What follows belongs to an exercise in optimizing a design on an open flow for small area; a production flow would make more cautious choices. Only simulation tests tie the RTL to the original design; equivalence was not proved. Power and IR drop assume default switching activity.

==> inputs of run a <==
// eegFirFilter
module eegFirFilter (
    input logic clk,
    input logic reset,
    input logic [12:0] sampleIn,
    output logic [30:0] filterOut
);
export LEC_CHECK = 0
export ABC_AREA = 0
export CAP_MARGIN = 10
export CORE_MARGIN = 2
export CORE_UTILIZATION = 75
export CTS_BUF_LIST = sky130_fd_sc_hd__clkbuf_8
export CTS_CLUSTER_DIAMETER = 70
export CTS_CLUSTER_SIZE = 16
export PLACE_DENSITY = 0.85
export SLEW_MARGIN = 10
export SYNTH_HIERARCHICAL = 1
export SYNTH_MINIMUM_KEEP_SIZE = 0
create_clock -name core_clock -period 6.0 [get_ports {clk}]
standard.sh (not shown) runs the stock make flow with config.mk's settings and CLKGATE_MAP_FILE= SYNTH_SCRIPT=/design/flow/synth_recipe.tcl, a recipe that flattens the netlist after the stock synthesis.
==> flow/flow/run.sh <==
#!/bin/bash
# Layout flow: the standard ORFS flow, with the port buffers made from the
# smallest buffer cell (every input and output port still gets its own buffer).
set -euo pipefail
bash standard.sh "BUFFER_PORTS_ARGS=-buffer_cell sky130_fd_sc_hd__buf_1" finish > standard_flow.log 2>&1
==> run b: changes against run a <==
--- a/flow/config.mk
+++ b/flow/config.mk
@@ -6,13 +6,14 @@
 export NUM_CORES = 4
 export LEC_CHECK = 0
 export ABC_AREA = 0
-export CAP_MARGIN = 10
+export CAP_MARGIN = 20
 export CORE_MARGIN = 2
 export CORE_UTILIZATION = 75
 export CTS_BUF_LIST = sky130_fd_sc_hd__clkbuf_8
 export CTS_CLUSTER_DIAMETER = 70
 export CTS_CLUSTER_SIZE = 16
+export GPL_TIMING_DRIVEN = 0
 export PLACE_DENSITY = 0.85
-export SLEW_MARGIN = 10
+export SLEW_MARGIN = 20
 export SYNTH_HIERARCHICAL = 1
 export SYNTH_MINIMUM_KEEP_SIZE = 0
==> results.json <==
{
  "power_density_mw_per_mm2": 250.1,
  "ff2ff_setup_slack_ps": 140,
  "status": "complete, no violations",
  "place_area_mm2": 0.01717,
  "met3WireLength_um": 2859,
  "r2r-end": "r2_35$_DFF_P_",
  "wl_met1_um": 14330
}
That was run a.
==> results.json <==
{
  "status": "complete, no violations",
  "vias": 9133,
  "ff2ff_setup_slack_ps": 100,
  "power_density_mw_per_mm2": 253.2,
  "met3WireLength_um": 2834,
  "multi_input_area_share_pct": 53.83,
  "r2r-end": "r2_51$_DFF_P_",
  "ys_types": 20,
  "wl_met1_um": 14320,
  "syn-num-nets": 1543,
  "cp.depth": 14,
  "crit_arrival_ps": 6360
}
That was run b.


==> trial 86 <==
Starting RTL as in the previous note.
export LEC_CHECK = 0
export ABC_AREA = 0
export CAP_MARGIN = 20
export CORE_MARGIN = 2
export CORE_UTILIZATION = 75
export CTS_BUF_LIST = sky130_fd_sc_hd__clkbuf_8
export CTS_CLUSTER_DIAMETER = 60
export CTS_CLUSTER_SIZE = 14
export PLACE_DENSITY = 0.85
export SLEW_MARGIN = 20
export SYNTH_HIERARCHICAL = 1
export SYNTH_MINIMUM_KEEP_SIZE = 0
create_clock -name core_clock -period 6.0 [get_ports {clk}]
Scripts as last shown in full above: flow/flow/run.sh
==> build 61: changes against trial 86 <==
Settings changed: CORE_UTILIZATION 75 to 85, CTS_CLUSTER_DIAMETER 60 to 70, CTS_CLUSTER_SIZE 14 to 16, PLACE_DENSITY 0.85 to 0.92.
==> trial 21: changes against trial 86 <==
Settings changed: SETUP_SLACK_MARGIN set to 0.15.
==> comparison table <==
quantity	trial 21	build 61	trial 86
Status	no timing/DRC/antenna violations	no timing/DRC/antenna violations	no timing/DRC/antenna violations
Endpoint of the most critical register-to-register path	r2_51	r3_80	r2_35
Area of the multi-input gates	0.009722 mm2	0.009712 mm2	0.009672 mm2
Number of cells after detailed placement	1439	1424	1439
NetSw	1329 uW	1429 uW	1326 uW
Number of buffer and inverter stages on the critical path	2	3	3
Cell at the slowest stage of the critical path	sky130_fd_sc_hd__fa_1	sky130_fd_sc_hd__fa_1	sky130_fd_sc_hd__fa_2
Tot Pwr	4434 uW	4549 uW	4428 uW
Timing endpoint of the critical path	r2_51	r3_80	r2_35
Clock-cell share	0.02314	0.02247	0.02325
Launch point of the worst path	w0[0]	w7[8]	w7[0]
Layout cells sized above 1	0.06010	0.05135	0.04020
Startpoint of the lowest-slack hold path	r2_27	d1[9]	r2_27
Layout Cell Area excl Fill	0.01768 mm2	0.01760 mm2	0.01760 mm2


==> cedar <==
eegFirFilter again, from the RTL that the note above started with.
## eegFirFilter
module eegFirFilter (
    input logic clk,
    input logic reset,
    input logic [12:0] sampleIn,
    output logic [30:0] filterOut
);
    logic v1, v2, v3, v4;
    logic [4:0] outCount;
    logic [11:0] d1, d2;
    logic [11:0] winIn;
    logic [11:0] w0;
    logic [11:0] w1;
    logic [11:0] w2;
    logic [11:0] w3;
    logic [11:0] w4;
    logic [11:0] w5;
    logic [11:0] w6;
    logic [11:0] w7;
    logic [11:0] w8;
    logic [11:0] w9;
    logic [11:0] w10;
    logic [11:0] w11;
    logic [11:0] w12;
    logic [11:0] w13;
    logic [11:0] w14;
    logic [11:0] w15;
    logic [11:0] w16;
    logic r2_0;
    logic r2_1;
    logic r2_2;
    logic r2_3;
    logic r2_4;
    logic r2_5;
    logic r2_6;
    logic r2_7;
    logic r2_8;
    logic r2_9;
    logic r2_10;
    logic r2_11;
    logic r2_12;
    logic r2_13;
    logic r2_14;
    logic r2_15;
    logic r2_16;
    logic r2_17;
    logic r2_18;
    logic r2_19;
    logic r2_20;
    logic r2_21;
    logic r3_22;
    logic r2_23;
    logic r3_24;
    logic r2_25;
    logic r3_26;
    logic r2_27;
    logic r3_28;
    logic r2_29;
    logic r3_30;
    logic r2_31;
    logic r3_32;
    logic r2_33;
    logic r2_34;
    logic r2_35;
    logic r3_36;
    logic r2_37;
    logic r2_38;
    logic r2_39;
    logic r2_40;
    logic r3_41;
    logic r2_42;
    logic r2_43;
    logic r2_44;
    logic r3_45;
    logic r2_46;
    logic r2_47;
    logic r2_48;
    logic r3_49;
    logic r2_50;
    logic r2_51;
    logic r3_52;
    logic r2_53;
    logic r2_54;
    logic r2_55;
    logic r2_56;
    logic r2_57;
    logic r3_58;
    logic r2_59;
  ...
clock: 6.0 ns
lec_check: 0
abc_area: 0
cap_margin: 20
core_margin: 2
core_utilization: 75
cts_buf_list: sky130_fd_sc_hd__clkbuf_8
cts_cluster_diameter: 60
cts_cluster_size: 14
place_density: 0.85
setup_slack_margin: 0.05
slew_margin: 20
synth_hierarchical: 1
synth_minimum_keep_size: 0
Scripts as last shown in full above: flow/flow/run.sh
==> inputs of garnet, as changes to cedar <==
Settings changed: CTS_CLUSTER_DIAMETER 60 to 70, CTS_CLUSTER_SIZE 14 to 16, PLACE_DENSITY 0.85 to 0.75, SETUP_SLACK_MARGIN 0.05 to not set.
==> summary of the runs <==
In cedar the cell area is higher than in garnet, by 0.28%.
Critical path depth is the same in cedar and garnet.
Combinational power is about the same in garnet and cedar.
Against cedar, the clock skew of garnet is lower by 0.015 ns.

-- static timing again, ports no longer ideal --
No port has a modelled driver above. Below, the same layouts with a new extraction and two added sets of constraints. Step 1 sets driving cells, clkbuf_16 on the clock port and buf_2 on the other inputs (assumed; they add their load-dependent delay and slew). Step 2 moves the port delays by t, midway between the first and last clock arrival at a register: inputs arrive t later, outputs are due t later. That takes back most of the time a late clock gives input paths. a / b / c = no drivers / after step 1 / after step 2; a / b = the first two.
run	t (ns)	slack for setup (ns)	worst hold slack (ns)	worst register clock-pin slew, ns
run a	0.617	0.142 / 0.142 / 0.142	0.329 / 0.329 / 0.329	0.10 / 0.10
run b	0.623	0.101 / 0.101 / 0.101	0.334 / 0.334 / 0.334	0.11 / 0.11
trial 86	0.614	0.151 / 0.151 / 0.151	0.311 / 0.311 / 0.311	0.09 / 0.09
build 61	0.645	0.037 / 0.037 / 0.037	0.335 / 0.335 / 0.335	0.12 / 0.12
trial 21	0.611	0.213 / 0.213 / 0.213	0.313 / 0.313 / 0.313	0.09 / 0.09
cedar	0.614	0.181 / 0.181 / 0.181	0.310 / 0.310 / 0.310	0.09 / 0.09
garnet	0.627	0.131 / 0.131 / 0.131	0.332 / 0.332 / 0.332	0.10 / 0.10
After both steps setup and hold are still met in every run listed.
